Background: an optimization exercise with open tools, aiming at small area, a short achievable clock period and few clock cycles per item. Do not read the settings as production practice. Only simulation tests tie the RTL to the original design; equivalence was not proved.

==> inputs of xenon <==
Design frustum_containment_test_core, start of the top module:
module frustum_containment_test_core (
  input  wire logic                    clk,
  input  wire logic                    rst,
  input  wire logic                    start,
  output      logic                    busy,
  input  wire logic [1:0]              kind,
  input  wire logic [2:0]              plane_index,
  input  wire fct_pkg::coord_t         coef_a,
  input  wire fct_pkg::coord_t         coef_b,
  input  wire fct_pkg::coord_t         coef_c,
  input  wire fct_pkg::coord_t         coef_d,
  input  wire fct_pkg::coord_t         pos_x,
  input  wire fct_pkg::coord_t         pos_y,
  input  wire fct_pkg::coord_t         pos_z,
  input  wire logic [fct_pkg::EXT_W-1:0] extent,
  output      logic                    done,
  output      logic                    inside_res
);
  localparam int NUM_PLANES = fct_pkg::NUM_PLANES;
  logic accept;
  logic load_go;
  logic query_go;
  assign accept   = start && !busy;
  assign load_go  = accept && (kind == 2'd0) && (plane_index < 3'd6);
  assign query_go = accept && (kind != 2'd0);
  logic        ld_vld;
  logic [2:0]  ld_idx;
  logic [31:0] ld_a, ld_b, ld_c, ld_d;
  logic [32:0] q0_x, q0_y, q0_z;
  logic [34:0] q0_x3, q0_y3, q0_z3;
  logic [32:0] q0_ec;
  logic [34:0] q0_ec3;
  logic [30:0] q0_es;
  logic        q0_sph;
  logic [34:0] in_x, in_y, in_z;
  logic [32:0] in_e;
  assign in_x = 35'(signed'(pos_x));
  assign in_y = 35'(signed'(pos_y));
  assign in_z = 35'(signed'(pos_z));
  assign in_e = {2'b00, extent};
  always_ff @(posedge clk) begin
    ld_idx <= plane_index;
    ld_a   <= coef_a;
    ld_b   <= coef_b;
    ld_c   <= coef_c;
    ld_d   <= coef_d;
    if (query_go) begin
      q0_x   <= in_x[32:0];
      q0_y   <= in_y[32:0];
      q0_z   <= in_z[32:0];
      q0_x3  <= in_x + {in_x[33:0], 1'b0};
  ...
==> module frustum_containment_test_core, before the edit <==
module frustum_containment_test_core (
  input  wire logic                    clk,
  input  wire logic                    rst,
  input  wire logic                    start,
  output      logic                    busy,
  input  wire logic [1:0]              kind,
  input  wire logic [2:0]              plane_index,
  input  wire fct_pkg::coord_t         coef_a,
  input  wire fct_pkg::coord_t         coef_b,
  input  wire fct_pkg::coord_t         coef_c,
  input  wire fct_pkg::coord_t         coef_d,
  input  wire fct_pkg::coord_t         pos_x,
  input  wire fct_pkg::coord_t         pos_y,
  input  wire fct_pkg::coord_t         pos_z,
  input  wire logic [fct_pkg::EXT_W-1:0] extent,
  output      logic                    done,
  output      logic                    inside_res
);
  localparam int NUM_PLANES = fct_pkg::NUM_PLANES;
  logic accept;
  logic load_go;
  logic query_go;
  assign accept   = start && !busy;
  assign load_go  = accept && (kind == 2'd0) && (plane_index < 3'd6);
  assign query_go = accept && (kind != 2'd0);
  logic        ld_vld;
  logic [2:0]  ld_idx;
  logic [31:0] ld_a, ld_b, ld_c, ld_d;
  logic [32:0] q0_x, q0_y, q0_z;
  logic [34:0] q0_x3, q0_y3, q0_z3;
  logic [32:0] q0_ec;
  logic [34:0] q0_ec3;
  logic [30:0] q0_es;
  logic        q0_sph;
  logic [34:0] in_x, in_y, in_z;
  logic [32:0] in_e;
  assign in_x = 35'(signed'(pos_x));
  assign in_y = 35'(signed'(pos_y));
  assign in_z = 35'(signed'(pos_z));
  assign in_e = {2'b00, extent};
  always_ff @(posedge clk) begin
    ld_idx <= plane_index;
    ld_a   <= coef_a;
    ld_b   <= coef_b;
    ld_c   <= coef_c;
    ld_d   <= coef_d;
    if (query_go) begin
      q0_x   <= in_x[32:0];
      q0_y   <= in_y[32:0];
      q0_z   <= in_z[32:0];
      q0_x3  <= in_x + {in_x[33:0], 1'b0};
      q0_y3  <= in_y + {in_y[33:0], 1'b0};
      q0_z3  <= in_z + {in_z[33:0], 1'b0};
      q0_ec  <= (kind == 2'd3) ? in_e : 33'd0;
      q0_ec3 <= (kind == 2'd3) ? ({2'b00, in_e} + {1'b0, in_e, 1'b0}) : 35'd0;
      q0_es  <= (kind == 2'd2) ? extent : 31'd0;
      q0_sph <= (kind == 2'd2) && (extent != 31'd0);
    end
  end
  logic [NUM_PLANES+2:0] t;
  always_ff @(posedge clk) begin
    if (rst) begin
      ld_vld <= 1'b0;
      busy   <= 1'b1;
      t      <= '0;
    end else begin
      ld_vld <= load_go;
      busy   <= query_go || (|t[NUM_PLANES-3:0]);
      t      <= {t[NUM_PLANES+1:0], query_go};
    end
  end
  logic [31:0] pa [NUM_PLANES];
  logic [31:0] pb [NUM_PLANES];
  logic [31:0] pc [NUM_PLANES];
  logic [31:0] pd [NUM_PLANES];
  logic [NUM_PLANES-1:0] plane_vld;
  always_ff @(posedge clk) begin
    for (int p = 0; p < NUM_PLANES; p++) begin
      if (ld_vld && (ld_idx == 3'(p))) begin
        pa[p] <= ld_a;
        pb[p] <= ld_b;
        pc[p] <= ld_c;
        pd[p] <= ld_d;
      end
    end
  end
  always_ff @(posedge clk) begin
    if (rst) begin
      plane_vld <= '0;
    end else if (ld_vld) begin
      plane_vld[ld_idx] <= 1'b1;
    end
  end
  logic [32:0] xp1, xm1, yp1, ym1, zp1, zm1;
  logic [34:0] xp3, xm3, yp3, ym3, zp3, zm3;
  assign xp1 = q0_x + q0_ec;
  assign xm1 = q0_x - q0_ec;
  assign yp1 = q0_y + q0_ec;
  assign ym1 = q0_y - q0_ec;
  assign zp1 = q0_z + q0_ec;
  assign zm1 = q0_z - q0_ec;
  assign xp3 = q0_x3 + q0_ec3;
  assign xm3 = q0_x3 - q0_ec3;
  assign yp3 = q0_y3 + q0_ec3;
  assign ym3 = q0_y3 - q0_ec3;
  assign zp3 = q0_z3 + q0_ec3;
  assign zm3 = q0_z3 - q0_ec3;
  logic [30:0] es1;
  always_ff @(posedge clk) begin
    es1 <= q0_es;
  end
  logic [31:0] ca, cb, cc, cd;
  logic        sx, sy, sz;
  logic        pass;
  always_comb begin
    ca = pa[0];
    cb = pb[0];
    cc = pc[0];
    cd = pd[0];
    sx = pa[0][31];
    sy = pb[0][31];
    sz = pc[0][31];
    for (int k = 1; k < NUM_PLANES; k++) begin
      if (t[k+1]) begin
        ca = pa[k];
        cb = pb[k];
        cc = pc[k];
        cd = pd[k];
      end
      if (t[k]) begin
        sx = pa[k][31];
        sy = pb[k][31];
        sz = pc[k][31];
      end
    end
  end
  fct_plane_dist u_dist (
    .clk (clk),
    .ca  (ca),
    .cb  (cb),
    .cc  (cc),
    .cd  (cd),
    .sx  (sx),
    .sy  (sy),
    .sz  (sz),
    .xp1 (xp1),
    .xm1 (xm1),
    .xp3 (xp3),
    .xm3 (xm3),
    .yp1 (yp1),
    .ym1 (ym1),
    .yp3 (yp3),
    .ym3 (ym3),
    .zp1 (zp1),
    .zm1 (zm1),
    .zp3 (zp3),
    .zm3 (zm3),
    .es  (es1),
    .pass(pass)
  );
  logic [NUM_PLANES-1:0] vq [NUM_PLANES+3];
  logic                  sq [NUM_PLANES+3];
  logic                  acc;
  logic [NUM_PLANES-1:0] vnow;
  logic                  snow;
  logic                  adj;
  int                    kk;
  always_ff @(posedge clk) begin
    vq[0] <= plane_vld;
    sq[0] <= q0_sph;
    for (int j = 1; j < NUM_PLANES + 3; j++) begin
      vq[j] <= vq[j-1];
      sq[j] <= sq[j-1];
    end
  end
  always_comb begin
    adj = 1'b1;
    for (int k = 0; k < NUM_PLANES; k++) begin
      if (t[k+3]) begin
        adj = vq[k+2][k] ? pass : sq[k+2];
      end
    end
  end
  always_ff @(posedge clk) begin
    acc <= (t[3] ? 1'b1 : acc) & adj;
  end
  always_ff @(posedge clk) begin
    if (rst) begin
      done       <= 1'b0;
      inside_res <= 1'b0;
    end else begin
      done       <= t[NUM_PLANES+2];
      inside_res <= acc & adj;
    end
  end
endmodule
export LEC_CHECK = 0
export ABC_AREA = 1
export CAP_MARGIN = 20
export CORE_MARGIN = 2
export CORE_UTILIZATION = 25
export PLACE_DENSITY = 0.45
export SETUP_SLACK_MARGIN = 5
export SLEW_MARGIN = 20
export SYNTH_HIERARCHICAL = 1
create_clock -name core_clock -period 12.0 [get_ports {clk}]
run.sh (not shown) runs the stock make flow with config.mk's settings and CLKGATE_MAP_FILE= SYNTH_SCRIPT=/design/flow/synth_recipe.tcl, a recipe that flattens the netlist after the stock synthesis.
==> pepper (differences from xenon) <==
--- a/flow/design.v
+++ b/flow/design.v
@@ -6159,14 +6159,15 @@
   input  wire fct_pkg::coord_t         pos_y,
   input  wire fct_pkg::coord_t         pos_z,
   input  wire logic [fct_pkg::EXT_W-1:0] extent,
   output      logic                    done,
   output      logic                    inside_res
 );
   localparam int NUM_PLANES = fct_pkg::NUM_PLANES;
+  localparam int NU = NUM_PLANES / 2;
   logic accept;
   logic load_go;
   logic query_go;
   assign accept   = start && !busy;
   assign load_go  = accept && (kind == 2'd0) && (plane_index < 3'd6);
   assign query_go = accept && (kind != 2'd0);
   logic        ld_vld;
@@ -6199,24 +6200,32 @@
       q0_z3  <= in_z + {in_z[33:0], 1'b0};
       q0_ec  <= (kind == 2'd3) ? in_e : 33'd0;
       q0_ec3 <= (kind == 2'd3) ? ({2'b00, in_e} + {1'b0, in_e, 1'b0}) : 35'd0;
       q0_es  <= (kind == 2'd2) ? extent : 31'd0;
       q0_sph <= (kind == 2'd2) && (extent != 31'd0);
     end
   end
-  logic [NUM_PLANES+2:0] t;
+  logic qa, qb, qc, qd, qe;
   always_ff @(posedge clk) begin
     if (rst) begin
       ld_vld <= 1'b0;
       busy   <= 1'b1;
-      t      <= '0;
+      qa     <= 1'b0;
+      qb     <= 1'b0;
+      qc     <= 1'b0;
+      qd     <= 1'b0;
+      qe     <= 1'b0;
     end else begin
       ld_vld <= load_go;
-      busy   <= query_go || (|t[NUM_PLANES-3:0]);
-      t      <= {t[NUM_PLANES+1:0], query_go};
+      busy   <= query_go;
+      qa     <= query_go;
+      qb     <= qa;
+      qc     <= qb;
+      qd     <= qc;
+      qe     <= qd;
     end
   end
   logic [31:0] pa [NUM_PLANES];
   logic [31:0] pb [NUM_PLANES];
   logic [31:0] pc [NUM_PLANES];
   logic [31:0] pd [NUM_PLANES];
   logic [NUM_PLANES-1:0] plane_vld;
@@ -6251,93 +6260,59 @@
   assign ym3 = q0_y3 - q0_ec3;
   assign zp3 = q0_z3 + q0_ec3;
   assign zm3 = q0_z3 - q0_ec3;
   logic [30:0] es1;
   always_ff @(posedge clk) begin
     es1 <= q0_es;
   end
-  logic [31:0] ca, cb, cc, cd;
-  logic        sx, sy, sz;
-  logic        pass;
-  always_comb begin
-    ca = pa[0];
-    cb = pb[0];
-    cc = pc[0];
-    cd = pd[0];
-    sx = pa[0][31];
-    sy = pb[0][31];
-    sz = pc[0][31];
-    for (int k = 1; k < NUM_PLANES; k++) begin
-      if (t[k+1]) begin
-        ca = pa[k];
-        cb = pb[k];
-        cc = pc[k];
-        cd = pd[k];
-      end
-      if (t[k]) begin
-        sx = pa[k][31];
-        sy = pb[k][31];
-        sz = pc[k][31];
-      end
-    end
+  logic [NU-1:0] pass;
+  for (genvar u = 0; u < NU; u++) begin : g_plane
+    fct_plane_dist u_dist (
+      .clk (clk),
+      .ca  (qc ? pa[u+NU] : pa[u]),
+      .cb  (qc ? pb[u+NU] : pb[u]),
+      .cc  (qc ? pc[u+NU] : pc[u]),
+      .cd  (qc ? pd[u+NU] : pd[u]),
+      .sx  (qb ? pa[u+NU][31] : pa[u][31]),
+      .sy  (qb ? pb[u+NU][31] : pb[u][31]),
+      .sz  (qb ? pc[u+NU][31] : pc[u][31]),
+      .xp1 (xp1),
+      .xm1 (xm1),
+      .xp3 (xp3),
+      .xm3 (xm3),
+      .yp1 (yp1),
+      .ym1 (ym1),
+      .yp3 (yp3),
+      .ym3 (ym3),
+      .zp1 (zp1),
+      .zm1 (zm1),
+      .zp3 (zp3),
+      .zm3 (zm3),
+      .es  (es1),
+      .pass(pass[u])
+    );
   end
-  fct_plane_dist u_dist (
-    .clk (clk),
-    .ca  (ca),
-    .cb  (cb),
-    .cc  (cc),
-    .cd  (cd),
-    .sx  (sx),
-    .sy  (sy),
-    .sz  (sz),
-    .xp1 (xp1),
-    .xm1 (xm1),
-    .xp3 (xp3),
-    .xm3 (xm3),
-    .yp1 (yp1),
-    .ym1 (ym1),
-    .yp3 (yp3),
-    .ym3 (ym3),
-    .zp1 (zp1),
-    .zm1 (zm1),
-    .zp3 (zp3),
-    .zm3 (zm3),
-    .es  (es1),
-    .pass(pass)
-  );
-  logic [NUM_PLANES-1:0] vq [NUM_PLANES+3];
-  logic                  sq [NUM_PLANES+3];
+  logic [NUM_PLANES-1:0] vld1, vld2, vld3, vld4;
+  logic                  sph1, sph2, sph3, sph4;
   logic                  acc;
-  logic [NUM_PLANES-1:0] vnow;
-  logic                  snow;
-  logic                  adj;
-  int                    kk;
-  always_ff @(posedge clk) begin
-    vq[0] <= plane_vld;
-    sq[0] <= q0_sph;
-    for (int j = 1; j < NUM_PLANES + 3; j++) begin
-      vq[j] <= vq[j-1];
-      sq[j] <= sq[j-1];
-    end
-  end
-  always_comb begin
-    adj = 1'b1;
-    for (int k = 0; k < NUM_PLANES; k++) begin
-      if (t[k+3]) begin
-        adj = vq[k+2][k] ? pass : sq[k+2];
-      end
-    end
-  end
   always_ff @(posedge clk) begin
-    acc <= (t[3] ? 1'b1 : acc) & adj;
+    vld1 <= plane_vld;
+    sph1 <= q0_sph;
+    vld2 <= vld1;
+    sph2 <= sph1;
+    vld3 <= vld2;
+    sph3 <= sph2;
+    vld4 <= vld3;
+    sph4 <= sph3;
+    acc  <= &(vld3[NU-1:0] & pass | ~vld3[NU-1:0] & {NU{sph3}});
   end
   always_ff @(posedge clk) begin
     if (rst) begin
       done       <= 1'b0;
       inside_res <= 1'b0;
     end else begin
-      done       <= t[NUM_PLANES+2];
-      inside_res <= acc & adj;
+      done       <= qe;
+      inside_res <= acc & (&(vld4[NUM_PLANES-1:NU] & pass | ~vld4[NUM_PLANES-1:NU] & {NU{sph4}}));
     end
   end
 endmodule
 `default_nettype wire
==> flow/flow/run.sh (new file) <==
#!/bin/bash
set -euo pipefail
bash standard.sh SETUP_SLACK_MARGIN=7.4 "BUFFER_PORTS_ARGS=-buffer_cell sky130_fd_sc_hd__buf_2" finish > make_finish.log 2>&1
==> flow/standard.sh (new file) <==
#!/bin/bash
# synth_recipe.tcl (not shown) runs the flow's synth.tcl, then flattens the netlist and writes it again
# the make line also repeats each setting of config.mk as NAME=value (left out here)
make -C /OpenROAD-flow-scripts/flow DESIGN_CONFIG=/design/flow/config.mk WORK_HOME=/design/flow/orfs CLKGATE_MAP_FILE= SYNTH_SCRIPT=/design/flow/synth_recipe.tcl "${@:-finish}"
CORE_UTILIZATION = 33   (was 25)
PLACE_DENSITY = 0.5   (was 0.45)
removed: flow/run.sh
==> willow (differences from xenon) <==
--- a/flow/design.v
+++ b/flow/design.v
@@ -45,17 +45,14 @@
 endmodule
 module fct_plane_dist (
   input  wire logic        clk,
   input  wire logic [31:0] ca,
   input  wire logic [31:0] cb,
   input  wire logic [31:0] cc,
   input  wire logic [31:0] cd,
-  input  wire logic        sx,
-  input  wire logic        sy,
-  input  wire logic        sz,
   input  wire logic [32:0] xp1,
   input  wire logic [32:0] xm1,
   input  wire logic [34:0] xp3,
   input  wire logic [34:0] xm3,
   input  wire logic [32:0] yp1,
   input  wire logic [32:0] ym1,
   input  wire logic [34:0] yp3,
@@ -70,20 +67,20 @@
   logic [32:0] x1;
   logic [34:0] x3;
   logic [32:0] y1;
   logic [34:0] y3;
   logic [32:0] z1;
   logic [34:0] z3;
   always_ff @(posedge clk) begin
-    x1 <= sx ? xm1 : xp1;
-    x3 <= sx ? xm3 : xp3;
-    y1 <= sy ? ym1 : yp1;
-    y3 <= sy ? ym3 : yp3;
-    z1 <= sz ? zm1 : zp1;
-    z3 <= sz ? zm3 : zp3;
+    x1 <= ca[31] ? xm1 : xp1;
+    x3 <= ca[31] ? xm3 : xp3;
+    y1 <= cb[31] ? ym1 : yp1;
+    y3 <= cb[31] ? ym3 : yp3;
+    z1 <= cc[31] ? zm1 : zp1;
+    z3 <= cc[31] ? zm3 : zp3;
   end
   wire ca_s1_0 = ca[0] & ~ca[1];
   wire ca_s2_0 = ~ca[0] & ca[1];
   wire ca_s3_0 = ca[0] & ca[1];
   wire ca_r0_0 = ~((ca_s1_0 & x1[0]) | (ca_s3_0 & x3[0]));
   wire ca_r0_1 = ~((ca_s1_0 & x1[1]) | (ca_s2_0 & x1[0]) | (ca_s3_0 & x3[1]));
   wire ca_r0_2 = ~((ca_s1_0 & x1[2]) | (ca_s2_0 & x1[1]) | (ca_s3_0 & x3[2]));
@@ -6136,17 +6133,15 @@
   wire s3401, c3402;
   fct_fa u_s3401 (.a(c3136), .b(c3268), .ci(s3269), .s(s3401), .co(c3402));
   wire s3403, c3404;
   fct_fa u_s3403 (.a(s3271), .b(c3138), .ci(c3270), .s(s3403), .co(c3404));
   wire [66:0] row0 = {c3272, s3403, s3401, s3399, s3397, s3395, s3393, s3391, s3389, s3387, s3385, s3383, s3381, s3379, s3377, s3375, s3373, s3371, s3369, s3367, s3365, s3363, s3361, s3359, s3357, s3355, s3353, s3351, s3349, s3347, s3345, s3343, s3341, s3339, s3337, s3335, s3333, s3331, s3329, s3327, s3325, s3323, s3321, s3319, s3317, s3315, s3313, s3311, s3309, s3307, s3305, s3303, s3301, s3299, s3297, s3295, s3293, s3291, s3289, s3287, s3285, s3283, s3281, s3279, s3277, s3275, r0_2};
   wire [66:0] row1 = {c3404, c3402, c3400, c3398, c3396, c3394, c3392, c3390, c3388, c3386, c3384, c3382, c3380, c3378, c3376, c3374, c3372, c3370, c3368, c3366, c3364, c3362, c3360, c3358, c3356, c3354, c3352, c3350, c3348, c3346, c3344, c3342, c3340, c3338, c3336, c3334, c3332, c3330, c3328, c3326, c3324, c3322, c3320, c3318, c3316, c3314, c3312, c3310, c3308, c3306, c3304, c3302, c3300, c3298, c3296, c3294, c3292, c3290, c3288, c3286, c3284, c3282, c3280, c3278, c3276, c3274, s3273};
   wire [66:0] msum = row0 + row1;
-  always_ff @(posedge clk) begin
-    pass <= msum[66];
-  end
+  assign pass = msum[66];
 endmodule
 module frustum_containment_test_core (
   input  wire logic                    clk,
   input  wire logic                    rst,
   input  wire logic                    start,
   output      logic                    busy,
   input  wire logic [1:0]              kind,
@@ -6168,14 +6163,15 @@
   logic query_go;
   assign accept   = start && !busy;
   assign load_go  = accept && (kind == 2'd0) && (plane_index < 3'd6);
   assign query_go = accept && (kind != 2'd0);
   logic        ld_vld;
   logic [2:0]  ld_idx;
   logic [31:0] ld_a, ld_b, ld_c, ld_d;
+  logic        q0_vld;
   logic [32:0] q0_x, q0_y, q0_z;
   logic [34:0] q0_x3, q0_y3, q0_z3;
   logic [32:0] q0_ec;
   logic [34:0] q0_ec3;
   logic [30:0] q0_es;
   logic        q0_sph;
   logic [34:0] in_x, in_y, in_z;
@@ -6186,37 +6182,34 @@
   assign in_e = {2'b00, extent};
   always_ff @(posedge clk) begin
     ld_idx <= plane_index;
     ld_a   <= coef_a;
     ld_b   <= coef_b;
     ld_c   <= coef_c;
     ld_d   <= coef_d;
-    if (query_go) begin
-      q0_x   <= in_x[32:0];
-      q0_y   <= in_y[32:0];
-      q0_z   <= in_z[32:0];
-      q0_x3  <= in_x + {in_x[33:0], 1'b0};
-      q0_y3  <= in_y + {in_y[33:0], 1'b0};
-      q0_z3  <= in_z + {in_z[33:0], 1'b0};
-      q0_ec  <= (kind == 2'd3) ? in_e : 33'd0;
-      q0_ec3 <= (kind == 2'd3) ? ({2'b00, in_e} + {1'b0, in_e, 1'b0}) : 35'd0;
-      q0_es  <= (kind == 2'd2) ? extent : 31'd0;
-      q0_sph <= (kind == 2'd2) && (extent != 31'd0);
-    end
+    q0_x   <= in_x[32:0];
+    q0_y   <= in_y[32:0];
+    q0_z   <= in_z[32:0];
+    q0_x3  <= in_x + {in_x[33:0], 1'b0};
+    q0_y3  <= in_y + {in_y[33:0], 1'b0};
+    q0_z3  <= in_z + {in_z[33:0], 1'b0};
+    q0_ec  <= (kind == 2'd3) ? in_e : 33'd0;
+    q0_ec3 <= (kind == 2'd3) ? ({2'b00, in_e} + {1'b0, in_e, 1'b0}) : 35'd0;
+    q0_es  <= (kind == 2'd2) ? extent : 31'd0;
+    q0_sph <= (kind == 2'd2) && (extent != 31'd0);
   end
-  logic [NUM_PLANES+2:0] t;
   always_ff @(posedge clk) begin
     if (rst) begin
       ld_vld <= 1'b0;
+      q0_vld <= 1'b0;
       busy   <= 1'b1;
-      t      <= '0;
     end else begin
       ld_vld <= load_go;
-      busy   <= query_go || (|t[NUM_PLANES-3:0]);
-      t      <= {t[NUM_PLANES+1:0], query_go};
+      q0_vld <= query_go;
+      busy   <= 1'b0;
     end
   end
   logic [31:0] pa [NUM_PLANES];
   logic [31:0] pb [NUM_PLANES];
   logic [31:0] pc [NUM_PLANES];
   logic [31:0] pd [NUM_PLANES];
   logic [NUM_PLANES-1:0] plane_vld;
@@ -6247,97 +6240,60 @@
   assign zm1 = q0_z - q0_ec;
   assign xp3 = q0_x3 + q0_ec3;
   assign xm3 = q0_x3 - q0_ec3;
   assign yp3 = q0_y3 + q0_ec3;
   assign ym3 = q0_y3 - q0_ec3;
   assign zp3 = q0_z3 + q0_ec3;
   assign zm3 = q0_z3 - q0_ec3;
+  logic        q1_vld;
   logic [30:0] es1;
+  logic        sph1;
   always_ff @(posedge clk) begin
-    es1 <= q0_es;
-  end
-  logic [31:0] ca, cb, cc, cd;
-  logic        sx, sy, sz;
-  logic        pass;
-  always_comb begin
-    ca = pa[0];
-    cb = pb[0];
-    cc = pc[0];
-    cd = pd[0];
-    sx = pa[0][31];
-    sy = pb[0][31];
-    sz = pc[0][31];
-    for (int k = 1; k < NUM_PLANES; k++) begin
-      if (t[k+1]) begin
-        ca = pa[k];
-        cb = pb[k];
-        cc = pc[k];
-        cd = pd[k];
-      end
-      if (t[k]) begin
-        sx = pa[k][31];
-        sy = pb[k][31];
-        sz = pc[k][31];
-      end
-    end
-  end
-  fct_plane_dist u_dist (
-    .clk (clk),
-    .ca  (ca),
-    .cb  (cb),
-    .cc  (cc),
-    .cd  (cd),
-    .sx  (sx),
-    .sy  (sy),
-    .sz  (sz),
-    .xp1 (xp1),
-    .xm1 (xm1),
-    .xp3 (xp3),
-    .xm3 (xm3),
-    .yp1 (yp1),
-    .ym1 (ym1),
-    .yp3 (yp3),
-    .ym3 (ym3),
-    .zp1 (zp1),
-    .zm1 (zm1),
-    .zp3 (zp3),
-    .zm3 (zm3),
-    .es  (es1),
-    .pass(pass)
-  );
-  logic [NUM_PLANES-1:0] vq [NUM_PLANES+3];
-  logic                  sq [NUM_PLANES+3];
-  logic                  acc;
-  logic [NUM_PLANES-1:0] vnow;
-  logic                  snow;
-  logic                  adj;
-  int                    kk;
-  always_ff @(posedge clk) begin
-    vq[0] <= plane_vld;
-    sq[0] <= q0_sph;
-    for (int j = 1; j < NUM_PLANES + 3; j++) begin
-      vq[j] <= vq[j-1];
-      sq[j] <= sq[j-1];
-    end
+    es1  <= q0_es;
+    sph1 <= q0_sph;
   end
-  always_comb begin
-    adj = 1'b1;
-    for (int k = 0; k < NUM_PLANES; k++) begin
-      if (t[k+3]) begin
-        adj = vq[k+2][k] ? pass : sq[k+2];
-      end
-    end
+  logic [NUM_PLANES-1:0] pass;
+  for (genvar p = 0; p < NUM_PLANES; p++) begin : g_plane
+    fct_plane_dist u_dist (
+      .clk (clk),
+      .ca  (pa[p]),
+      .cb  (pb[p]),
+      .cc  (pc[p]),
+      .cd  (pd[p]),
+      .xp1 (xp1),
+      .xm1 (xm1),
+      .xp3 (xp3),
+      .xm3 (xm3),
+      .yp1 (yp1),
+      .ym1 (ym1),
+      .yp3 (yp3),
+      .ym3 (ym3),
+      .zp1 (zp1),
+      .zm1 (zm1),
+      .zp3 (zp3),
+      .zm3 (zm3),
+      .es  (es1),
+      .pass(pass[p])
+    );
   end
+  logic                  q2_vld;
+  logic [NUM_PLANES-1:0] vld2;
+  logic                  sph2;
   always_ff @(posedge clk) begin
-    acc <= (t[3] ? 1'b1 : acc) & adj;
+    vld2 <= plane_vld;
+    sph2 <= sph1;
   end
   always_ff @(posedge clk) begin
     if (rst) begin
+      q1_vld     <= 1'b0;
+      q2_vld     <= 1'b0;
       done       <= 1'b0;
       inside_res <= 1'b0;
     end else begin
-      done       <= t[NUM_PLANES+2];
-      inside_res <= acc & adj;
+      q1_vld     <= q0_vld;
+      q2_vld     <= q1_vld;
+      done       <= q2_vld;
+      inside_res <= &(vld2 & pass | ~vld2 & {NUM_PLANES{sph2}});
     end
   end
 endmodule
 `default_nettype wire
==> flow/flow/run.sh (new file) <==
#!/bin/bash
set -euo pipefail
bash standard.sh SETUP_SLACK_MARGIN=7.4 finish > make_finish.log 2>&1
==> flow/standard.sh (new file) <==
#!/bin/bash
# synth_recipe.tcl (not shown) runs the flow's synth.tcl, then flattens the netlist and writes it again
# the make line also repeats each setting of config.mk as NAME=value (left out here)
make -C /OpenROAD-flow-scripts/flow DESIGN_CONFIG=/design/flow/config.mk WORK_HOME=/design/flow/orfs CLKGATE_MAP_FILE= SYNTH_SCRIPT=/design/flow/synth_recipe.tcl "${@:-finish}"
CORE_UTILIZATION = 55   (was 25)
PLACE_DENSITY = 0.7   (was 0.45)
removed: flow/run.sh
==> comparison table <==
| item | xenon | pepper | willow |
|---|---|---|---|
| Run status | finished with violations | aborted with a tool error | aborted with a tool error |
| Failing step | - | global routing (5_1_grt) | global routing (5_1_grt) |
| Layout check failures | antenna rules | - | - |
| Most common cell in the netlist | sky130_fd_sc_hd__nand2_1 | sky130_fd_sc_hd__a21oi_1 | sky130_fd_sc_hd__fa_1 |
| Last weighted congestion value of the routability-driven placer | 1.110 | 1.148 | 1.440 |
| Adder-cell share of the synthesized area | 0.2709 | 0.3695 | 0.4153 |
| Setup Buffers After CTS | 0 | 1,627 | 176 |
| Die Width | 782.0 µm | 951.2 µm | 967.1 µm |
| Number of register bits inferred by synthesis | 1,864 | 3,016 | 4,748 |
| Post-Synthesis Net Count | 19,590 | 37,800 | 66,850 |
| Warning count from the yosys run | 14 | 12 | 16 |
| Mapped Avg Cell Area | 8.886 µm² | 9.336 µm² | 9.194 µm² |
| Area share of and/or/nand/nor cells after synthesis | 0.1307 | 0.08214 | 0.07634 |
| Total clock sinks | 1,864 | 3,016 | 4,748 |
| Detailed Place HPWL | 753,500 µm | 1,906,000 µm | 2,841,000 µm |
| Cell count after placement | 24,700 | 42,330 | 65,040 |
Testbench counts of xenon, summed over its fixed seeds: cycles 23,472, queries 3,840.
Testbench counts of pepper, summed over its fixed seeds: cycles 8,112, queries 3,840.
Testbench counts of willow, summed over its fixed seeds: cycles 4,264, queries 3,840.

port drivers added, routing unchanged:
No port has a modelled driver above. Below, the same layout with a new extraction and two added sets of constraints. Step 1 sets driving cells, clkbuf_16 on the clock port and buf_2 on the other inputs (assumed; they add their load-dependent delay and slew). Step 2, shift: input delay + t, output delay - t, t = (earliest + latest rising clock arrival at the registers) / 2. This alone moves slack from input paths to output paths. Three values: no drivers, after step 1, after step 2; two values: the first two.
run: xenon
shift t [ns]: 1.107
setup slack, ns: 4.962 / 4.962 / 4.962
hold slack, ns: 0.325 / 0.325 / 0.325
slew at the worst register clock pin (ns): 0.08 / 0.08
worst slew at a driven data input, ns: 0.11
The setup slack of xenon moves by 0.000 ns with the drivers and by 0.000 ns with both steps.
